Background: an optimization exercise with open tools, aiming at small area, a short achievable clock period and few clock cycles. Do not read the settings as production practice. At most, simulation tests tie the RTL to the original design; equivalence was not proved.

== try-indigo ==
## dehaze_top
module dehaze_top (
    input  logic        clk,
    input  logic        rst,
    input  logic        in_req,
    output logic        in_ack,
    input  logic [23:0] in_pix,      
    output logic        out_req,
    input  logic        out_ack,
    output logic [23:0] out_pix,     
    output logic        out_last
);
==> flow/config.mk <==
export PLATFORM = sky130hd
export DESIGN_NAME = dehaze_top
export DESIGN_NICKNAME = dehaze_top
export VERILOG_FILES = /design/flow/design.v
export SDC_FILE = /design/flow/constraint.sdc
export NUM_CORES = 4
export LEC_CHECK = 0
export ABC_AREA = 1
export CAP_MARGIN = 50
export CORE_MARGIN = 2
export CORE_UTILIZATION = 80
export CTS_CLUSTER_DIAMETER = 100
export CTS_CLUSTER_SIZE = 30
export SLEW_MARGIN = 50
==> flow/constraint.sdc <==
create_clock -name core_clock -period 25.0 [get_ports {clk}]
set_input_delay 5.0000 -clock core_clock [delete_from_list [all_inputs] [get_ports {clk}]]
set_output_delay 5.0000 -clock core_clock [all_outputs]
set_load 0.01 [all_outputs]
standard.sh (not shown) runs the stock make flow with config.mk's settings and CLKGATE_MAP_FILE= SYNTH_SCRIPT=/design/flow/synth_recipe.tcl, a recipe that flattens the netlist after the stock synthesis.
==> flow/flow/run.sh <==
#!/bin/bash
# Own flow: the standard synthesis, then the standard ORFS layout with the
# platform's delay cells kept out of buffering and resizing (they otherwise end
# up as port and wire buffers). Each step's output goes to its own log here.
set -euo pipefail
PLATFORM_DONT_USE="sky130_fd_sc_hd__probe_p_8 sky130_fd_sc_hd__probec_p_8 sky130_fd_sc_hd__lpflow_bleeder_1 sky130_fd_sc_hd__lpflow_clkbufkapwr_1 sky130_fd_sc_hd__lpflow_clkbufkapwr_16 sky130_fd_sc_hd__lpflow_clkbufkapwr_2 sky130_fd_sc_hd__lpflow_clkbufkapwr_4 sky130_fd_sc_hd__lpflow_clkbufkapwr_8 sky130_fd_sc_hd__lpflow_clkinvkapwr_1 sky130_fd_sc_hd__lpflow_clkinvkapwr_16 sky130_fd_sc_hd__lpflow_clkinvkapwr_2 sky130_fd_sc_hd__lpflow_clkinvkapwr_4 sky130_fd_sc_hd__lpflow_clkinvkapwr_8 sky130_fd_sc_hd__lpflow_decapkapwr_12 sky130_fd_sc_hd__lpflow_decapkapwr_3 sky130_fd_sc_hd__lpflow_decapkapwr_4 sky130_fd_sc_hd__lpflow_decapkapwr_6 sky130_fd_sc_hd__lpflow_decapkapwr_8 sky130_fd_sc_hd__lpflow_inputiso0n_1 sky130_fd_sc_hd__lpflow_inputiso0p_1 sky130_fd_sc_hd__lpflow_inputiso1n_1 sky130_fd_sc_hd__lpflow_inputiso1p_1 sky130_fd_sc_hd__lpflow_inputisolatch_1 sky130_fd_sc_hd__lpflow_isobufsrc_1 sky130_fd_sc_hd__lpflow_isobufsrc_16 sky130_fd_sc_hd__lpflow_isobufsrc_2 sky130_fd_sc_hd__lpflow_isobufsrc_4 sky130_fd_sc_hd__lpflow_isobufsrc_8 sky130_fd_sc_hd__lpflow_isobufsrckapwr_16 sky130_fd_sc_hd__lpflow_lsbuf_lh_hl_isowell_tap_1 sky130_fd_sc_hd__lpflow_lsbuf_lh_hl_isowell_tap_2 sky130_fd_sc_hd__lpflow_lsbuf_lh_hl_isowell_tap_4 sky130_fd_sc_hd__lpflow_lsbuf_lh_isowell_4 sky130_fd_sc_hd__lpflow_lsbuf_lh_isowell_tap_1 sky130_fd_sc_hd__lpflow_lsbuf_lh_isowell_tap_2 sky130_fd_sc_hd__lpflow_lsbuf_lh_isowell_tap_4"
DELAY_CELLS="sky130_fd_sc_hd__clkdlybuf4s15_1 sky130_fd_sc_hd__clkdlybuf4s15_2 sky130_fd_sc_hd__clkdlybuf4s18_1 sky130_fd_sc_hd__clkdlybuf4s18_2 sky130_fd_sc_hd__clkdlybuf4s25_1 sky130_fd_sc_hd__clkdlybuf4s25_2 sky130_fd_sc_hd__clkdlybuf4s50_1 sky130_fd_sc_hd__clkdlybuf4s50_2 sky130_fd_sc_hd__dlygate4sd1_1 sky130_fd_sc_hd__dlygate4sd2_1 sky130_fd_sc_hd__dlygate4sd3_1 sky130_fd_sc_hd__dlymetal6s2s_1 sky130_fd_sc_hd__dlymetal6s4s_1 sky130_fd_sc_hd__dlymetal6s6s_1"
bash standard.sh synth > synth.log 2>&1
bash standard.sh "DONT_USE_CELLS=$PLATFORM_DONT_USE $DELAY_CELLS" finish > layout.log 2>&1
test -s out/final.def
try-indigo finished end to end and its layout was clean on timing, DRC and antenna.
Testbench counts of try-indigo, summed over its fixed seeds: cycles 8,352.
> inputs changed (try-indigo -> try-delta)
- changing CORE_UTILIZATION from 80 to 70
[summary]
- try-indigo and try-delta ended up with roughly the same number of nets in the layout.
- Post-place setup slack on try-delta is down relative to try-indigo.
- Between try-indigo and try-delta, the clock transition at the register clock pins on the worst setup and hold paths after CTS figures differ only marginally.
- Clock skew | try-delta below try-indigo
- On area occupied by multi-input gates, try-indigo and try-delta are neck and neck.
- Summary of try-delta over try-indigo: share of final-layout standard cells stronger than drive strength 1 increased 0.30 points; largest net degree at the start of global routing went down.

========
## build 19
Another version of the RTL of dehaze_top (not shown whole).
Size in the first run: roughly 370 flip-flops, about 18,000 sq um of cells after synthesis.
export LEC_CHECK = 0
export ABC_AREA = 1
export CAP_MARGIN = 40
export CORE_MARGIN = 2
export CORE_UTILIZATION = 70
export CTS_CLUSTER_DIAMETER = 100
export CTS_CLUSTER_SIZE = 30
export SLEW_MARGIN = 40
create_clock -name core_clock -period 25.0 [get_ports {clk}]
Scripts as last shown in full above: flow/flow/run.sh
Testbench counts of build 19, summed over its fixed seeds: cycles 8,352.
diff inputs: build 19 => build 17
Settings: swapping 40 for 50 in CAP_MARGIN; swapping 40 for 50 in SLEW_MARGIN.
==> results.txt <==
In the metrics for build 19 and build 17, the one carrying the lower amount of wire on met3 after detailed routing is build 19. There was hardly any difference in detailed-route wire length on metal 1 between build 17 and build 19. Comparing build 17 with build 19, the post-route clock period utilization came out essentially unchanged. Taking build 19 as the reference, in build 17 utilization of the core after routing saw an increase; shortest clock period the worst path allows after layout saw an increase; sequential share of layout area saw little to no change. From build 19 to build 17 the numbers moved as follows: wire length about even, met2 track demand over resource in global routing rose 0.34 points.

========
Setup of run 2:
Another version of the RTL of dehaze_top (not shown whole).
Size in the first run: about 1500 cells after synthesis, about 370 flip-flops, about 55 I/O pins.
export LEC_CHECK = 0
export CAP_MARGIN = 80
export CORE_MARGIN = 2
export CORE_UTILIZATION = 70
export SLEW_MARGIN = 80
create_clock -name core_clock -period 25.0 [get_ports {clk}]
Scripts as last shown in full above: flow/flow/run.sh
For run 1, these inputs were changed with respect to run 2:
# run 2
export LEC_CHECK = 0
export CAP_MARGIN = 80
export CORE_MARGIN = 2
export CORE_UTILIZATION = 70
export SLEW_MARGIN = 80
create_clock -name core_clock -period 25.0 [get_ports {clk}]
# run 1
export LEC_CHECK = 0
export CAP_MARGIN = 20
export CORE_MARGIN = 2
export CORE_UTILIZATION = 70
export SLEW_MARGIN = 20
create_clock -name core_clock -period 25.0 [get_ports {clk}]
Findings:
Relative to run 2, multi-input gate area in the final layout has decreased by 10% in run 1.
Run 2 reports its type of the setup path with the least slack as in -> reg while run 1 reports reg -> reg.
Looking at area growth from synthesis to layout, run 1 sits 9.0 points lower than run 2 does.
From run 2 to run 1 the numbers moved as follows: worst setup slack went down by 0.87 ns, clock period minus final worst setup slack went up by 0.87 ns, utilization went down by 6.4 points.
met1 routed wirelength after detailed routing down 570 um in run 1 wrt run 2
Function was not checked in any run of this note: the RTL went through the layout flow alone.

========
dehaze_top with an RTL version that a note above also has.
For scale: about 370 flip-flops, about 55 I/O pins, roughly 18000 um^2 of cells after synthesis.
Settings: LEC_CHECK=0, ABC_AREA=1, CAP_MARGIN=50, CORE_MARGIN=2, CORE_UTILIZATION=70, CTS_CLUSTER_DIAMETER=70, CTS_CLUSTER_SIZE=32, SLEW_MARGIN=50; clock period 25.0 ns.
Scripts as last shown in full above: flow/flow/run.sh
Testbench counts at the start, summed over its fixed seeds: cycles 8,352.
Edit:
Settings changed: CTS_CLUSTER_DIAMETER 70 to 60, CTS_CLUSTER_SIZE 32 to 25.
Result: Routed wire length stays flat. Core utilization climbs by 0.59 points. Clock skew rose by 16 ps. Setup slack gets worse by 12 ps.
Edit:
Settings changed: CAP_MARGIN 50 to 30, SLEW_MARGIN 50 to 30.
Routed wire length goes up by about 1.9%.
Final area increases by 0.36%.
Sequential share of layout area fell by 0.21 points.
Worst setup slack loses 6.8 ps.
Edit:
Settings changed: CAP_MARGIN 30 to 50, CTS_CLUSTER_DIAMETER 60 to 100, CTS_CLUSTER_SIZE 25 to 28, SLEW_MARGIN 30 to 50.
Outcome: Core utilization decreases by 1.4 points; design area drops by 1.8%; synthesized area is unchanged; routed wire length went down by 1.4%; clock-buffer cell count went down by 6; via count fell by 1.8%; first-iteration DRC count does not change.

========
dehaze_top, a different RTL version from the one above (not shown whole).
Size: about 370 flip-flops, about 55 I/O pins, roughly 19000 um2 of cells after synthesis.
==> flow/config.mk <==
export PLATFORM = sky130hd
export DESIGN_NAME = dehaze_top
export DESIGN_NICKNAME = dehaze_top
export VERILOG_FILES = /design/flow/design.v
export SDC_FILE = /design/flow/constraint.sdc
export NUM_CORES = 4
export LEC_CHECK = 0
export CAP_MARGIN = 20
export CORE_MARGIN = 2
export CORE_UTILIZATION = 70
export SLEW_MARGIN = 20
==> flow/constraint.sdc <==
create_clock -name core_clock -period 25.0 [get_ports {clk}]
set_input_delay 5.0000 -clock core_clock [delete_from_list [all_inputs] [get_ports {clk}]]
set_output_delay 5.0000 -clock core_clock [all_outputs]
set_load 0.01 [all_outputs]
run.sh (not shown) runs the stock make flow with config.mk's settings and CLKGATE_MAP_FILE= SYNTH_SCRIPT=/design/flow/synth_recipe.tcl, a recipe that flattens the netlist after the stock synthesis.
Stock flow here: none of the scripts above is used.
The baseline finished with timing, DRC and antenna clean.
Change:
CAP_MARGIN = 80   (was 20)
SLEW_MARGIN = 80   (was 20)
Result: The changed run completed without violations. Via count goes up by 4.3%. Wire length goes up by about 7.5%.
Function was not checked in any run of this note: the RTL went through the layout flow alone.

[afterwards: timing with drivers on the ports]
Ports are ideal in the flow. The routed layouts listed here were re-timed in OpenROAD. Step 1 (the two cells are an assumption about what drives the block):
set clk [get_ports {clk}]
set_driving_cell -lib_cell sky130_fd_sc_hd__clkbuf_16 $clk
set_driving_cell -lib_cell sky130_fd_sc_hd__buf_2 [delete_from_list [all_inputs] $clk]
Step 2, shift: input delay + t, output delay - t, t = (earliest + latest rising clock arrival at the registers) / 2. This alone moves slack from input paths to output paths. a / b / c = no drivers / after step 1 / after step 2; a / b = the first two.
run | t (ns) | slack for setup (ns) | pins driven straight from the clock port
try-indigo | 0.570 | 18.907 / 18.861 / 19.165 | 1
try-delta | 0.564 | 18.948 / 18.899 / 19.112 | 1
build 19 | 0.555 | 18.943 / 18.894 / 19.150 | 1
build 17 | 0.550 | 18.938 / 18.890 / 19.158 | 1
run 2 | 0.581 | 18.430 / 18.445 / 17.865 | 1
run 1 | 0.571 | 17.560 / 17.560 / 17.498 | 1
the first run of note 4 | 0.581 | 18.925 / 18.876 / 19.006 | 1
the second run of note 4 | 0.588 | 18.914 / 18.866 / 19.043 | 1
the third run of note 4 | 0.605 | 18.907 / 18.859 / 19.088 | 1
the fourth run of note 4 | 0.571 | 18.948 / 18.900 / 19.119 | 1
the first run of note 5 | 0.572 | 17.755 / 17.768 / 17.197 | 1
the second run of note 5 | 0.579 | 17.832 / 17.832 / 17.533 | 1
After both steps every run listed still meets setup and hold. For run 2, which loses most, drivers alone change the setup slack by +0.015 ns; drivers and shift together by -0.565 ns.
